Source: an optimization exercise on an open RTL-to-GDS flow (aim: small area and a short achievable clock period). Production flows keep margins and buffers that such runs may drop.
The RTL was checked by simulation tests, not by an equivalence proof against the original design.
Power and IR drop assume default switching activity.

==> flow/design.v (excerpt) <==
module ahb_timer #(
  parameter  int TIMERS      = 3,
  localparam int TIMER_IDX_W = (TIMERS > 1) ? $clog2(TIMERS) : 1
)
(
  input  logic                        HCLK,
  input  logic                        HRESETn,
  input  logic                        HSEL,
  input  logic [ahb_pkg::HADDR_W-1:0] HADDR,
  input  logic [ahb_pkg::HDATA_W-1:0] HWDATA,
  output logic [ahb_pkg::HDATA_W-1:0] HRDATA,
  input  logic                        HWRITE,
  input  logic [2:0]                  HSIZE,
  input  logic [2:0]                  HBURST,
  input  logic [3:0]                  HPROT,
  input  logic [1:0]                  HTRANS,
  output logic                        HREADYOUT,
  input  logic                        HREADY,
  output logic                        HRESP,
  output logic                        tint
);
Size in the first run: ~1800 cells after synthesis, about 120 I/O pins, about 17000 µm² of cells after synthesis.
==> flow/config.mk <==
export PLATFORM = sky130hd
export DESIGN_NAME = ahb_timer
export DESIGN_NICKNAME = ahb_timer
export VERILOG_FILES = /design/flow/design.v
export SDC_FILE = /design/flow/constraint.sdc
export NUM_CORES = 4
export LEC_CHECK = 0
export CAP_MARGIN = 20
export CORE_MARGIN = 2
export CORE_UTILIZATION = 50
export CTS_BUF_LIST = sky130_fd_sc_hd__clkbuf_16
export CTS_CLUSTER_DIAMETER = 60
export CTS_CLUSTER_SIZE = 30
export PLACE_DENSITY = 0.75
export SLEW_MARGIN = 20
export SYNTH_HIERARCHICAL = 1
==> flow/constraint.sdc <==
create_clock -name core_clock -period 8.0 [get_ports {HCLK}]
set_input_delay 1.6000 -clock core_clock [delete_from_list [all_inputs] [get_ports {HCLK}]]
set_output_delay 1.6000 -clock core_clock [all_outputs]
set_load 0.01 [all_outputs]
standard.sh (not shown) runs the stock make flow with config.mk's settings and CLKGATE_MAP_FILE= SYNTH_SCRIPT=/design/flow/synth_recipe.tcl, a recipe that flattens the netlist after the stock synthesis.
==> flow/flow/run.sh <==
#!/bin/bash
# Standard layout, but with a plain buffer on every port instead of the
# delay cell that buffer_ports picks on its own
set -euo pipefail
export BUFFER_PORTS_ARGS="-buffer_cell sky130_fd_sc_hd__buf_2"
# Timing repair aims past the 8 ns constraint
export SETUP_SLACK_MARGIN=5.5
# Clock tree without the dummy loads CTS adds for balance
export CTS_ARGS="-sink_clustering_enable -repair_clock_nets -sink_clustering_size 30 -sink_clustering_max_diameter 60 -buf_list sky130_fd_sc_hd__clkbuf_16 -dont_use_dummy_load"
bash standard.sh > standard.log 2>&1
The starting point went through all stages and came out clean.
Rerun with:
--- a/flow/flow/run.sh
+++ b/flow/flow/run.sh
@@ -7,0 +8,2 @@
+# Downsize gates off the critical paths after timing repair
+export RECOVER_POWER=100
- PLACE_DENSITY: 0.75 -> not set
After rerunning: This time the run completed, yet does not pass: max-capacitance violations, max-slew violations; total power rose by about 2%; wire length drops by about 1.1%; non-clock buffer count drops by 31; critical path depth went down by 5.

Another version of the RTL of ahb_timer (not shown whole).
Size: ~2000 cells after synthesis, roughly 120 I/O pins, ~19000 µm² of cells after synthesis.
Settings: LEC_CHECK=0, CAP_MARGIN=20, CORE_MARGIN=2, CORE_UTILIZATION=50, CTS_BUF_LIST=sky130_fd_sc_hd__clkbuf_16, CTS_CLUSTER_DIAMETER=60, CTS_CLUSTER_SIZE=30, SLEW_MARGIN=20; clock period 8.0 ns.
==> flow/flow/run.sh <==
#!/bin/bash
# Standard layout, but with a plain buffer on every port instead of the
# delay cell that buffer_ports picks on its own
set -euo pipefail
export BUFFER_PORTS_ARGS="-buffer_cell sky130_fd_sc_hd__buf_2"
# Timing repair aims past the 8 ns constraint
export SETUP_SLACK_MARGIN=5.5
bash standard.sh > standard.log 2>&1
The baseline completed with no timing, DRC or antenna violations.
Change:
CTS_BUF_LIST = sky130_fd_sc_hd__clkbuf_8   (was sky130_fd_sc_hd__clkbuf_16)
CTS_CLUSTER_DIAMETER = 40   (was 60)
CTS_CLUSTER_SIZE = 16   (was 30)
The new run produced a clean layout.
Hold slack improves by 0.051 ns.
Global-route usage climbs by 1.4 points.
Sequential power stays flat.
Wire length climbs by 1.2%.
Final area climbs by 2.0%.

The RTL this note starts from:
==> flow/design.v <==
`timescale 1ns/1ns
package ahb_pkg;
  localparam int HADDR_W = 32;
  localparam int HDATA_W = 32;
  localparam int BE_W    = HDATA_W / 8;
  typedef enum logic [1:0] {
    HTRANS_IDLE   = 2'b00,
    HTRANS_BUSY   = 2'b01,
    HTRANS_NONSEQ = 2'b10,
    HTRANS_SEQ    = 2'b11
  } htrans_t;
  typedef enum logic [2:0] {
    HSIZE_BYTE  = 3'b000,
    HSIZE_HWORD = 3'b001,
    HSIZE_WORD  = 3'b010
  } hsize_t;
  localparam logic HRESP_OKAY = 1'b0;
endpackage
`timescale 1ns/1ns
package timer_pkg;
  localparam logic [31:0] PRESCALE_OFS = 32'h0000_0000;
  localparam logic [31:0] IPENDING_OFS = 32'h0000_0008;
  localparam logic [31:0] IENABLE_OFS  = 32'h0000_000C;
  localparam logic [31:0] TIME_OFS     = 32'h0000_0010;
  localparam logic [31:0] TIME_MSB_OFS = 32'h0000_0014;
  localparam logic [31:0] TIMECMP_OFS  = 32'h0000_0018;
  localparam int TIMECMP_STRIDE = 8;
  localparam int TIME_W     = 64;
  localparam int PRESCALE_W = 32;
  typedef enum logic [2:0] {
    RD_PRESCALE = 3'd0,
    RD_IPENDING = 3'd1,
    RD_IENABLE  = 3'd2,
    RD_TIME_LO  = 3'd3,
    RD_TIME_HI  = 3'd4,
    RD_CMP_LO   = 3'd5,
    RD_CMP_HI   = 3'd6,
    RD_ZERO     = 3'd7
  } rd_sel_t;
endpackage
`timescale 1ns/1ns
module timer_bus_decode
(
  input  logic [31:6] addr_hi,
  input  logic        live,
  output logic        hi_zero,
  output logic        rd_ok
);
  assign hi_zero = ~|addr_hi;
  assign rd_ok   = live && hi_zero;
endmodule
`timescale 1ns/1ns
module timer_compare
(
  input  logic [63:0] time_val,
  input  logic [63:0] cmp_val,
  output logic        eq
);
  assign eq = (time_val == cmp_val);
endmodule
`timescale 1ns/1ns
module ahb_timer #(
  parameter  int TIMERS      = 3,
  localparam int TIMER_IDX_W = (TIMERS > 1) ? $clog2(TIMERS) : 1
)
(
  input  logic                        HCLK,
  input  logic                        HRESETn,
  input  logic                        HSEL,
  input  logic [ahb_pkg::HADDR_W-1:0] HADDR,
  input  logic [ahb_pkg::HDATA_W-1:0] HWDATA,
  output logic [ahb_pkg::HDATA_W-1:0] HRDATA,
  input  logic                        HWRITE,
  input  logic [2:0]                  HSIZE,
  input  logic [2:0]                  HBURST,
  input  logic [3:0]                  HPROT,
  input  logic [1:0]                  HTRANS,
  output logic                        HREADYOUT,
  input  logic                        HREADY,
  output logic                        HRESP,
  output logic                        tint
);
  localparam int NW = 12;
  assign HREADYOUT = 1'b1;
  assign HRESP     = ahb_pkg::HRESP_OKAY;
  logic live;
  always_ff @(posedge HCLK or negedge HRESETn)
  begin
    if (!HRESETn)
      live <= 1'b0;
    else
      live <= 1'b1;
  end
  logic          hi_zero;
  logic [3:0]    rd_ok;
  logic [3:0]    word;
  logic [NW-1:0] asel;
  logic          wr_xfer;
  logic [3:0]    be;
  timer_bus_decode u_hi0 (.addr_hi(HADDR[31:6]), .live, .hi_zero,           .rd_ok(rd_ok[0]));
  timer_bus_decode u_hi1 (.addr_hi(HADDR[31:6]), .live, .hi_zero(),         .rd_ok(rd_ok[1]));
  timer_bus_decode u_hi2 (.addr_hi(HADDR[31:6]), .live, .hi_zero(),         .rd_ok(rd_ok[2]));
  timer_bus_decode u_hi3 (.addr_hi(HADDR[31:6]), .live, .hi_zero(),         .rd_ok(rd_ok[3]));
  assign word = HADDR[5:2];
  always_comb
  begin
    for (int k = 0; k < NW; k++)
      asel[k] = (word == 4'(k));
  end
  assign wr_xfer = HSEL && HREADY && HWRITE && HTRANS[1];
  always_comb
  begin
    case (HSIZE)
      3'd0:    be = 4'b0001 << HADDR[1:0];
      3'd1:    be = 4'b0011 << HADDR[1:0];
      default: be = 4'b1111 << HADDR[1:0];
    endcase
  end
  logic          wr_ok;
  logic          wr_nok;
  logic [3:0]    wr_word;
  logic [3:0]    wr_be;
  logic [NW-1:0] ws;
  always_ff @(posedge HCLK or negedge HRESETn)
  begin
    if (!HRESETn)
    begin
      wr_ok  <= 1'b0;
      wr_nok <= 1'b1;
    end
    else
    begin
      wr_ok  <= wr_xfer && hi_zero;
      wr_nok <= !(wr_xfer && hi_zero);
    end
  end
  always_ff @(posedge HCLK)
  begin
    wr_word <= word;
    wr_be   <= be;
  end
  logic [NW-1:0][3:0] lane_wr;
  logic [NW-1:0][3:0] lane_keep;
  always_comb
  begin
    for (int k = 0; k < NW; k++)
    begin
      ws[k] = wr_ok && (wr_word == 4'(k));
      for (int b = 0; b < 4; b++)
      begin
        lane_wr[k][b]   = ws[k] && wr_be[b];
        lane_keep[k][b] = live && (wr_nok || (wr_word != 4'(k)) || !wr_be[b]);
      end
    end
  end
  function automatic logic [31:0] lane_merge(
    input logic [31:0] old_val,
    input logic [31:0] new_val,
    input logic [3:0]  wr,
    input logic [3:0]  keep
  );
    logic [31:0] res;
    for (int n = 0; n < 4; n++)
      res[n*8 +: 8] = (new_val[n*8 +: 8] & {8{wr[n]}}) | (old_val[n*8 +: 8] & {8{keep[n]}});
    lane_merge = res;
  endfunction
  function automatic logic [63:0] inc_flips(input logic [63:0] v);
    logic [15:0] grp;
    logic [15:0] below;
    logic [63:0] res;
    for (int j = 0; j < 16; j++)
      grp[j] = &v[4*j +: 4];
    below[0] = 1'b1;
    for (int j = 1; j < 16; j++)
      below[j] = &(grp | (16'hFFFF << j));
    for (int j = 0; j < 16; j++)
    begin
      res[4*j]     = below[j];
      res[4*j + 1] = below[j] & v[4*j];
      res[4*j + 2] = below[j] & (v[4*j] & v[4*j + 1]);
      res[4*j + 3] = below[j] & (v[4*j] & v[4*j + 1] & v[4*j + 2]);
    end
    inc_flips = res;
  endfunction
  function automatic logic [31:0] dec_flips(input logic [31:0] v);
    logic [7:0]  grp;
    logic [7:0]  below;
    logic [31:0] res;
    for (int j = 0; j < 8; j++)
      grp[j] = ~|v[4*j +: 4];
    below[0] = 1'b1;
    for (int j = 1; j < 8; j++)
      below[j] = &(grp | (8'hFF << j));
    for (int j = 0; j < 8; j++)
    begin
      res[4*j]     = below[j];
      res[4*j + 1] = below[j] & ~v[4*j];
      res[4*j + 2] = below[j] & ~(v[4*j] | v[4*j + 1]);
      res[4*j + 3] = below[j] & ~(v[4*j] | v[4*j + 1] | v[4*j + 2]);
    end
    dec_flips = res;
  endfunction
  logic [31:0]      prescale;
  logic             prescale_wr;
  logic             enabled;
  logic [2:0]       ienable;
  logic [63:0]      time_val;
  logic [63:0]      time_src;
  logic [2:0][63:0] cmp_vals;
  logic [31:0]      cnt;
  logic             count_en;
  logic [2:0]       ipending;
  always_ff @(posedge HCLK or negedge HRESETn)
  begin
    if (!HRESETn)
    begin
      prescale_wr <= 1'b0;
      enabled     <= 1'b0;
    end
    else
    begin
      prescale_wr <= ws[0];
      if (ws[0])
        enabled <= 1'b1;
    end
  end
  assign time_src = (count_en && !ws[4] && !ws[5]) ? (time_val ^ inc_flips(time_val)) : time_val;
  always_ff @(posedge HCLK)
  begin
    prescale        <= lane_merge(prescale, HWDATA, lane_wr[0], lane_keep[0]);
    ienable         <= lane_merge({29'b0, ienable}, HWDATA, lane_wr[3], lane_keep[3]) & 3'b111;
    time_val[31:0]  <= lane_merge(time_src[31:0], HWDATA, lane_wr[4], lane_keep[4]);
    time_val[63:32] <= lane_merge(time_src[63:32], HWDATA, lane_wr[5], lane_keep[5]);
    for (int n = 0; n < 3; n++)
    begin
      cmp_vals[n][31:0]  <= lane_merge(cmp_vals[n][31:0], HWDATA, lane_wr[6 + 2*n], lane_keep[6 + 2*n]);
      cmp_vals[n][63:32] <= lane_merge(cmp_vals[n][63:32], HWDATA, lane_wr[7 + 2*n], lane_keep[7 + 2*n]);
    end
  end
  logic cnt_zero;
  assign cnt_zero = (cnt == '0);
  always_ff @(posedge HCLK)
  begin
    if (prescale_wr || cnt_zero || !enabled)
      cnt <= prescale;
    else
      cnt <= cnt ^ dec_flips(cnt);
  end
  always_ff @(posedge HCLK or negedge HRESETn)
  begin
    if (!HRESETn)
      count_en <= 1'b0;
    else
      count_en <= enabled && cnt_zero;
  end
  logic [2:0] eq;
  logic [2:0] hit;
  timer_compare u_cmp0 (.time_val, .cmp_val(cmp_vals[0]), .eq(eq[0]));
  timer_compare u_cmp1 (.time_val, .cmp_val(cmp_vals[1]), .eq(eq[1]));
  timer_compare u_cmp2 (.time_val, .cmp_val(cmp_vals[2]), .eq(eq[2]));
  always_comb
  begin
    for (int n = 0; n < 3; n++)
      hit[n] = eq[n] && !ws[6 + 2*n] && !ws[7 + 2*n];
  end
  always_ff @(posedge HCLK or negedge HRESETn)
  begin
    if (!HRESETn)
    begin
      ipending <= '0;
      tint     <= 1'b0;
    end
    else
    begin
      ipending <= enabled ? hit : 3'b000;
      tint     <= |(ipending & ienable);
    end
  end
  logic [NW-1:0][31:0] rwords;
  logic [31:0]         rmux;
  always_comb
  begin
    rwords     = '0;
    rwords[0]  = prescale;
    rwords[2]  = {29'b0, ipending};
    rwords[3]  = {29'b0, ienable};
    rwords[4]  = time_val[31:0];
    rwords[5]  = time_val[63:32];
    rwords[6]  = cmp_vals[0][31:0];
    rwords[7]  = cmp_vals[0][63:32];
    rwords[8]  = cmp_vals[1][31:0];
    rwords[9]  = cmp_vals[1][63:32];
    rwords[10] = cmp_vals[2][31:0];
    rwords[11] = cmp_vals[2][63:32];
    rmux = '0;
    for (int k = 0; k < NW; k++)
      rmux = rmux | (rwords[k] & {32{asel[k]}});
  end
  always_ff @(posedge HCLK)
  begin
    for (int b = 0; b < 4; b++)
      HRDATA[b*8 +: 8] <= rmux[b*8 +: 8] & {8{rd_ok[b]}};
  end
endmodule
==> flow/config.mk <==
export PLATFORM = sky130hd
export DESIGN_NAME = ahb_timer
export DESIGN_NICKNAME = ahb_timer
export VERILOG_FILES = /design/flow/design.v
export SDC_FILE = /design/flow/constraint.sdc
export NUM_CORES = 4
export LEC_CHECK = 0
export CAP_MARGIN = 20
export CORE_MARGIN = 2
export CORE_UTILIZATION = 35
export CTS_BUF_LIST = sky130_fd_sc_hd__clkbuf_16
export CTS_CLUSTER_DIAMETER = 60
export CTS_CLUSTER_SIZE = 30
export SLEW_MARGIN = 20
export SYNTH_HIERARCHICAL = 1
==> flow/constraint.sdc <==
create_clock -name core_clock -period 8.0 [get_ports {HCLK}]
set_input_delay 1.6000 -clock core_clock [delete_from_list [all_inputs] [get_ports {HCLK}]]
set_output_delay 1.6000 -clock core_clock [all_outputs]
set_load 0.01 [all_outputs]
==> flow/flow/run.sh <==
#!/bin/bash
# Standard layout, but with a plain buffer on every port instead of the
# delay cell that buffer_ports picks on its own
set -euo pipefail
export BUFFER_PORTS_ARGS="-buffer_cell sky130_fd_sc_hd__buf_2"
# Timing repair aims past the 8 ns constraint
export SETUP_SLACK_MARGIN=5.5
# Clock tree without the dummy loads CTS adds for balance
export CTS_ARGS="-sink_clustering_enable -repair_clock_nets -sink_clustering_size 30 -sink_clustering_max_diameter 60 -buf_list sky130_fd_sc_hd__clkbuf_16 -dont_use_dummy_load"
bash standard.sh > standard.log 2>&1
Edit:
- CORE_UTILIZATION: 35 -> 50
After rerunning:
- synthesized area does not change
- synthesized cell count does not change
- non-clock buffer count goes up by 2
- wire length falls by 2.6%
- critical path depth does not change
- utilization goes up by 17 points
- sequential share of layout area increases by 0.68 points
Edit:
--- a/flow/flow/run.sh
+++ b/flow/flow/run.sh
@@ -8,3 +8,3 @@
 # Clock tree without the dummy loads CTS adds for balance
-export CTS_ARGS="-sink_clustering_enable -repair_clock_nets -sink_clustering_size 30 -sink_clustering_max_diameter 60 -buf_list sky130_fd_sc_hd__clkbuf_16 -dont_use_dummy_load"
+export CTS_ARGS="-sink_clustering_enable -repair_clock_nets -sink_clustering_size 25 -sink_clustering_max_diameter 100 -buf_list sky130_fd_sc_hd__clkbuf_16 -dont_use_dummy_load"
 bash standard.sh > standard.log 2>&1
=> Synthesized cell count is unchanged; wire length goes up slightly; via count goes up slightly; total power goes down by roughly a tenth; worst setup slack is worse by 41 ps; sequential share of layout area hardly moves.

==> separate check: timing with driven ports <==
The results above use ideal ports. As a check the final layouts listed here were re-extracted and re-timed, cells and wires unchanged. Step 1 (the two cells are an assumption about what drives the block):
set clk [get_ports {HCLK}]
set_driving_cell -lib_cell sky130_fd_sc_hd__clkbuf_16 $clk
set_driving_cell -lib_cell sky130_fd_sc_hd__buf_2 [delete_from_list [all_inputs] $clk]
Step 2 times the ports against the registers' clock, not the clock port: input delays grow and output delays shrink by t, the midpoint of the rising clock arrivals with the driver on. Slacks: ideal ports / drivers / drivers and shift; pairs: ideal ports / drivers.
| run | t (ns) | slack for setup (ns) | worst setup path at the end | latest minus earliest clock arrival (ns) | worst register clock-pin slew, ns |
|---|---|---|---|---|---|
| the first run of note 1 | 0.620 | 5.305 / 5.291 / 4.688 | input to register | 0.034 / 0.034 | 0.09 / 0.09 |
| the second run of note 1 | 0.622 | 3.785 / 3.785 / 3.315 | input to register | 0.049 / 0.048 | 0.09 / 0.09 |
| the first run of note 2 | 0.629 | 5.223 / 5.252 / 4.622 | input to register | 0.027 / 0.027 | 0.10 / 0.10 |
| the second run of note 2 | 0.734 | 5.206 / 5.156 / 4.556 | input to register | 0.041 / 0.041 | 0.08 / 0.08 |
| the first run of note 3 | 0.639 | 5.249 / 5.256 / 4.618 | input to register | 0.077 / 0.077 | 0.09 / 0.09 |
| the second run of note 3 | 0.623 | 5.304 / 5.289 / 4.696 | input to register | 0.047 / 0.047 | 0.09 / 0.09 |
| the third run of note 3 | 0.593 | 5.264 / 5.285 / 4.693 | input to register | 0.037 / 0.037 | 0.11 / 0.11 |
For the second run of note 2, which loses most, drivers alone change the setup slack by -0.050 ns; drivers and shift together by -0.650 ns.
